From an optimization exercise on the open Yosys and OpenROAD flow, aimed at small area, a short achievable clock period and few clock cycles per item; shortcuts taken in it are not production practice.
Only simulation tests tie the RTL to the original design; equivalence was not proved.
Power and IR drop assume default switching activity.

==> inputs of build 68 <==
// per_player_token_bucket_limiter
module per_player_token_bucket_limiter (
   input  wire                                clock,
   input  wire                                reset,
   input  wire                                req_valid,
   output wire                                req_ready,
   input  wire  [pptbl_pkg::OPCODE_W-1:0]     req_opcode,
   input  wire  [pptbl_pkg::IN_SLOT_W-1:0]    req_player_slot,
   input  wire  [pptbl_pkg::PAYLOAD_W-1:0]    req_payload_bytes,
   input  wire  [pptbl_pkg::CHAN_W-1:0]       req_channel_length,
   input  wire  [pptbl_pkg::STAMP_W-1:0]      req_now_ms,
   output wire                                rsp_valid,
   input  wire                                rsp_ready,
   output wire                                rsp_accepted,
   output wire  [pptbl_pkg::STATUS_W-1:0]     rsp_status,
   output wire  [pptbl_pkg::LEVEL_W-1:0]      rsp_tokens_left,
   input  wire                                csr_wr_en,
   input  wire  [pptbl_pkg::CSR_IDX_W-1:0]    csr_index,
   input  wire  [pptbl_pkg::CSR_DATA_W-1:0]   csr_wr_data
);
==> flow/config.mk <==
export PLATFORM = sky130hd
export DESIGN_NAME = per_player_token_bucket_limiter
export DESIGN_NICKNAME = per_player_token_bucket_limiter
export VERILOG_FILES = /design/flow/design.v
export SDC_FILE = /design/flow/constraint.sdc
export NUM_CORES = 4
export LEC_CHECK = 0
export CAP_MARGIN = 20
export CORE_MARGIN = 2
export CORE_UTILIZATION = 48
export SLEW_MARGIN = 20
==> flow/constraint.sdc <==
create_clock -name core_clock -period 16.0 [get_ports {clock}]
set_input_delay 3.2000 -clock core_clock [delete_from_list [all_inputs] [get_ports {clock}]]
set_output_delay 3.2000 -clock core_clock [all_outputs]
set_load 0.01 [all_outputs]
standard.sh (not shown) runs the stock make flow with config.mk's settings and CLKGATE_MAP_FILE= SYNTH_SCRIPT=/design/flow/synth_recipe.tcl, a recipe that flattens the netlist after the stock synthesis.
==> flow/flow/run.sh <==
#!/bin/bash
# The standard layout (standard.sh: ORFS with the standard synthesis,
# unchanged), with these differences in how the layout is made:
#  - ports are buffered with buf_4 instead of the slow delay-buffer cell that
#    buffer_ports picks by default (every port still gets its own buffer);
#  - the clock tree uses larger sink clusters (fewer leaf buffers);
set -euo pipefail
bash standard.sh \
  SETUP_SLACK_MARGIN=11.3 \
  "BUFFER_PORTS_ARGS=-buffer_cell sky130_fd_sc_hd__buf_4" \
  CTS_CLUSTER_SIZE=24 CTS_CLUSTER_DIAMETER=100 \
  PLACE_DENSITY=0.55 \
  PRE_GLOBAL_ROUTE_TCL=$PWD/flow/grt_adj.tcl \
  finish > orfs_flow.log 2>&1
==> flow/flow/grt_adj.tcl <==
# Global routing: leave more of met1/met2 to pin access and the detailed
# router, so that more of the wiring goes to met3/met4.
set_global_routing_layer_adjustment met1 0.5
set_global_routing_layer_adjustment met2 0.4
set_global_routing_layer_adjustment met3 0.2
set_global_routing_layer_adjustment met4 0.2
set_global_routing_layer_adjustment met5 0.2
==> build 13: changes against build 68 <==
--- a/flow/design.v
+++ b/flow/design.v
@@ -460,26 +460,24 @@
    end
    always_ff @(posedge clock) begin
       w_upd   <= !reset && d_upd;
       w_slot  <= d_slot;
       w_level <= d_after;
    end
    logic          o_v;
    logic [28:0]   o_data;
-   logic [28:0]   q_data [QN];
-   logic [28:0]   o_next;
+   logic [27:0]   q_data [QN];      
+   logic [27:0]   o_next;
    logic [QW-1:0] q_rd, q_wr, q_rd_next;
    logic [QW:0]   q_cnt, q_left;
    logic          v_in, deq;
-   logic [28:0]   v_word;
-   logic          v_acc;
+   logic [27:0]   v_word;
    assign v_in      = s3_msg;
-   assign v_acc     = !s3_bad && !s3_big && !d_limited;
-   assign v_word    = {v_acc, v_st, v_tok};
+   assign v_word    = {v_st, v_tok};
    assign deq       = o_v && rsp_ready;
    assign q_left    = q_cnt - (QW+1)'(deq);
    assign o_next    = (q_left != '0) ? q_data[q_rd_next] : v_word;
    assign q_rd_next = !deq ? q_rd : (q_rd == QW'(QN - 1)) ? '0 : q_rd + 1'b1;
    always_ff @(posedge clock) begin
       if (reset) begin
          o_v   <= 1'b0;
          q_rd  <= '0;
@@ -489,17 +487,17 @@
          q_cnt <= q_left + (QW+1)'(v_in);
          o_v   <= (q_left != '0) || v_in;
          q_rd  <= q_rd_next;
          if (v_in)
             q_wr <= (q_wr == QW'(QN - 1)) ? '0 : q_wr + 1'b1;
       end
    end
    always_ff @(posedge clock) begin
-      o_data <= o_next;
+      o_data <= {o_next[27:26] == pptbl_pkg::STATUS_OK, o_next};
       for (int i = 0; i < QN; i++)
          if (v_in && q_wr == QW'(i))
             q_data[i] <= v_word;
    end
    logic       take_msg;
    logic [3:0] cnt_q, cnt_next;
    assign take_msg = req_valid && rdy_q && !req_opcode;
    assign cnt_next = cnt_q + {3'd0, take_msg} - {3'd0, deq};
==> flow/flow/run.sh (replaced) <==
#!/bin/bash
# The standard layout (standard.sh: ORFS with the standard synthesis,
# unchanged), with these differences in how the layout is made:
#  - ports are buffered with buf_4 instead of the slow delay-buffer cell that
#    buffer_ports picks by default (every port still gets its own buffer);
#  - the clock tree uses larger sink clusters (fewer leaf buffers);
#  - placement spreads the cells more evenly (lower target density), and
#    global routing keeps more of met1/met2 free (flow/grt_adj.tcl), which
#    eases detailed routing.
# Each tool's full output is in the ORFS logs under orfs/logs; the make
# output is in orfs_flow.log.
set -euo pipefail
bash standard.sh \
  SETUP_SLACK_MARGIN=11.25 \
  "BUFFER_PORTS_ARGS=-buffer_cell sky130_fd_sc_hd__buf_4" \
  CTS_CLUSTER_SIZE=24 CTS_CLUSTER_DIAMETER=100 \
  PLACE_DENSITY=0.45 \
  PRE_GLOBAL_ROUTE_TCL=$PWD/flow/grt_adj.tcl \
  finish > orfs_flow.log 2>&1
==> flow/config.mk (replaced) <==
export PLATFORM = sky130hd
export DESIGN_NAME = per_player_token_bucket_limiter
export DESIGN_NICKNAME = per_player_token_bucket_limiter
export VERILOG_FILES = /design/flow/design.v
export SDC_FILE = /design/flow/constraint.sdc
export NUM_CORES = 4
export LEC_CHECK = 0
export CAP_MARGIN = 20
export CORE_MARGIN = 2
export CORE_UTILIZATION = 40
export SLEW_MARGIN = 20
==> trial 81: changes against build 68 <==
--- a/flow/design.v
+++ b/flow/design.v
@@ -460,26 +460,24 @@
    end
    always_ff @(posedge clock) begin
       w_upd   <= !reset && d_upd;
       w_slot  <= d_slot;
       w_level <= d_after;
    end
    logic          o_v;
    logic [28:0]   o_data;
-   logic [28:0]   q_data [QN];
-   logic [28:0]   o_next;
+   logic [27:0]   q_data [QN];      
+   logic [27:0]   o_next;
    logic [QW-1:0] q_rd, q_wr, q_rd_next;
    logic [QW:0]   q_cnt, q_left;
    logic          v_in, deq;
-   logic [28:0]   v_word;
-   logic          v_acc;
+   logic [27:0]   v_word;
    assign v_in      = s3_msg;
-   assign v_acc     = !s3_bad && !s3_big && !d_limited;
-   assign v_word    = {v_acc, v_st, v_tok};
+   assign v_word    = {v_st, v_tok};
    assign deq       = o_v && rsp_ready;
    assign q_left    = q_cnt - (QW+1)'(deq);
    assign o_next    = (q_left != '0) ? q_data[q_rd_next] : v_word;
    assign q_rd_next = !deq ? q_rd : (q_rd == QW'(QN - 1)) ? '0 : q_rd + 1'b1;
    always_ff @(posedge clock) begin
       if (reset) begin
          o_v   <= 1'b0;
          q_rd  <= '0;
@@ -489,17 +487,17 @@
          q_cnt <= q_left + (QW+1)'(v_in);
          o_v   <= (q_left != '0) || v_in;
          q_rd  <= q_rd_next;
          if (v_in)
             q_wr <= (q_wr == QW'(QN - 1)) ? '0 : q_wr + 1'b1;
       end
    end
    always_ff @(posedge clock) begin
-      o_data <= o_next;
+      o_data <= {o_next[27:26] == pptbl_pkg::STATUS_OK, o_next};
       for (int i = 0; i < QN; i++)
          if (v_in && q_wr == QW'(i))
             q_data[i] <= v_word;
    end
    logic       take_msg;
    logic [3:0] cnt_q, cnt_next;
    assign take_msg = req_valid && rdy_q && !req_opcode;
    assign cnt_next = cnt_q + {3'd0, take_msg} - {3'd0, deq};
==> flow/flow/run.sh (replaced) <==
#!/bin/bash
# The standard layout (standard.sh: ORFS with the standard synthesis,
# unchanged), with these differences in how the layout is made:
#  - ports are buffered with buf_4 instead of the slow delay-buffer cell that
#    buffer_ports picks by default (every port still gets its own buffer);
#  - the clock tree uses larger sink clusters (fewer leaf buffers);
set -euo pipefail
bash standard.sh \
  SETUP_SLACK_MARGIN=11.25 \
  "BUFFER_PORTS_ARGS=-buffer_cell sky130_fd_sc_hd__buf_4" \
  CTS_CLUSTER_SIZE=24 CTS_CLUSTER_DIAMETER=100 \
  PLACE_DENSITY=0.55 \
  PRE_GLOBAL_ROUTE_TCL=$PWD/flow/grt_adj.tcl \
  finish > orfs_flow.log 2>&1
==> trial 50: changes against build 68 <==
==> flow/flow/run.sh (replaced) <==
#!/bin/bash
# The standard layout (standard.sh: ORFS with the standard synthesis,
# unchanged), with these differences in how the layout is made:
#  - ports are buffered with buf_4 instead of the slow delay-buffer cell that
#    buffer_ports picks by default (every port still gets its own buffer);
#  - the clock tree uses larger sink clusters (fewer leaf buffers);
#  - placement spreads the cells more evenly (lower target density), and
#    global routing keeps more of met1/met2 free (flow/grt_adj.tcl), which
#    eases detailed routing.
# Each tool's full output is in the ORFS logs under orfs/logs; the make
# output is in orfs_flow.log.
set -euo pipefail
bash standard.sh \
  SETUP_SLACK_MARGIN=11.3 \
  "BUFFER_PORTS_ARGS=-buffer_cell sky130_fd_sc_hd__buf_4" \
  CTS_CLUSTER_SIZE=24 CTS_CLUSTER_DIAMETER=100 \
  PLACE_DENSITY=0.45 \
  PRE_GLOBAL_ROUTE_TCL=$PWD/flow/grt_adj.tcl \
  finish > orfs_flow.log 2>&1
==> flow/config.mk (replaced) <==
export PLATFORM = sky130hd
export DESIGN_NAME = per_player_token_bucket_limiter
export DESIGN_NICKNAME = per_player_token_bucket_limiter
export VERILOG_FILES = /design/flow/design.v
export SDC_FILE = /design/flow/constraint.sdc
export NUM_CORES = 4
export LEC_CHECK = 0
export CAP_MARGIN = 20
export CORE_MARGIN = 2
export CORE_UTILIZATION = 40
export SLEW_MARGIN = 20
==> summary.md <==
| Metric | Value |
|---|---|
| Synth top area cells | edfxtp_1 (65%), dfxtp_1 (8.8%), a221oi_1 (4.7%), a22o_1 (4.6%), fa_1 (3.0%) |
| Core area | between 400000 and 500000 um^2 |
| PwrDens | roughly 110 nW/um^2 |
| Layout cells sized above 1 | roughly 10% |
| Fin cells | 17660 |
| Hold WS | 0.3253 ns |
| Status | finished clean |
| TAP cells | 5976 |
| Clock latency (worst-skew pair) | 1.07 ns |
| Chip height | 677.5 um |
| Fraction of area in multi-input gates | 22.50% |
| Cells after DPL | 17160 |
| Met2 usage | approximately 62% |
(the above is from build 13)
==> summary.md <==
| Metric | Value |
|---|---|
| TAP cells | 4994 |
| Status | finished clean |
| PwrDens | 109.8 nW/um^2 |
| Number of sequential cells | 4713 |
| Average wire per standard cell | 45.79 um |
| Core area | about 380000 um^2 |
| Chip height | 618.9 um |
| Hold WS | 0.3330 ns |
| Synth top area cells | edfxtp_1 (65%), dfxtp_1 (8.8%), a221oi_1 (4.6%), a22o_1 (4.6%), fa_1 (3.0%) |
| Clock latency (worst-skew pair) | 1.03 ns |
| Cells after DPL | roughly 16000 |
| Fin cells | ~17000 |
| Fraction of area in multi-input gates | 22.62% |
| Met2 usage | 65.41% |
(the above is from build 68)
==> summary.md <==
| Metric | Value |
|---|---|
| Status | finished clean |
| Fraction of area in multi-input gates | 22.68% |
| PwrDens | 109.7 nW/um^2 |
| Met2 usage | 66.12% |
| Chip height | 618.8 um |
| Synth top area cells | edfxtp_1 (65%), dfxtp_1 (8.8%), a221oi_1 (4.7%), a22o_1 (4.6%), fa_1 (3.0%) |
| TAP cells | 4994 |
| Layout cells sized above 1 | ~9.8% |
| Clock latency (worst-skew pair) | 1.03 ns |
(the above is from trial 81)
==> summary.md <==
| Metric | Value |
|---|---|
| PwrDens | 110.3 nW/um^2 |
| Cells after DPL | about 17000 |
| Met2 usage | 62.59% |
| Ant. Diodes | about 80 |
| Fraction of area in multi-input gates | ~22% |
| Post-synth EDFFs | 3915 |
| Layout cells sized above 1 | between 10% and 20% |
| TAP cells | between 5000 and 6000 |
| Fin cells | 17620 |
| Chip height | 677.6 um |
| Clock latency (worst-skew pair) | ~1.1 ns |
| Status | finished clean |
| Synth top area cells | edfxtp_1 (65%), dfxtp_1 (8.8%), a221oi_1 (4.6%), a22o_1 (4.6%), fa_1 (3.0%) |
| Hold WS | 0.3333 ns |
| Clock network power share | 31.7% |
| Core area | 452100 um^2 |
| Final period util | 29.60% |
(the above is from trial 50)
Testbench counts of build 68, summed over its fixed seeds: cycles 24,120, items 24,000.
Testbench counts of build 13, summed over its fixed seeds: cycles 24,120, items 24,000.
Testbench counts of trial 81, summed over its fixed seeds: cycles 24,120, items 24,000.
Testbench counts of trial 50, summed over its fixed seeds: cycles 24,120, items 24,000.

-- afterwards: timing with drivers on the ports --
The results above use ideal ports. As a check the final layouts listed here were re-extracted and re-timed, cells and wires unchanged. Step 1 (the two cells are an assumption about what drives the block):
set clk [get_ports {clock}]
set_driving_cell -lib_cell sky130_fd_sc_hd__clkbuf_16 $clk
set_driving_cell -lib_cell sky130_fd_sc_hd__buf_2 [delete_from_list [all_inputs] $clk]
Step 2 also shifts input and output timing later by t, the mid clock arrival at the registers, as if the neighbouring blocks saw the same clock. Slacks: no drivers / after step 1 / after step 2; pairs: no drivers / after step 1.
run | shift t [ns] | setup slack, ns | worst setup path at the end | worst data-port slew with drivers (ns)
build 68 | 1.123 | 11.291 / 11.163 / 10.743 | input to register | 0.15
build 13 | 1.139 | 11.302 / 11.183 / 10.411 | input to register | 0.10
trial 81 | 1.117 | 11.271 / 11.151 / 10.407 | input to register | 0.18
trial 50 | 1.149 | 11.263 / 11.134 / 10.576 | input to register | 0.18
After both steps setup and hold are still met in every run listed. The setup slack of build 13, which loses most, moves by -0.119 ns with the drivers and by -0.891 ns with both steps.
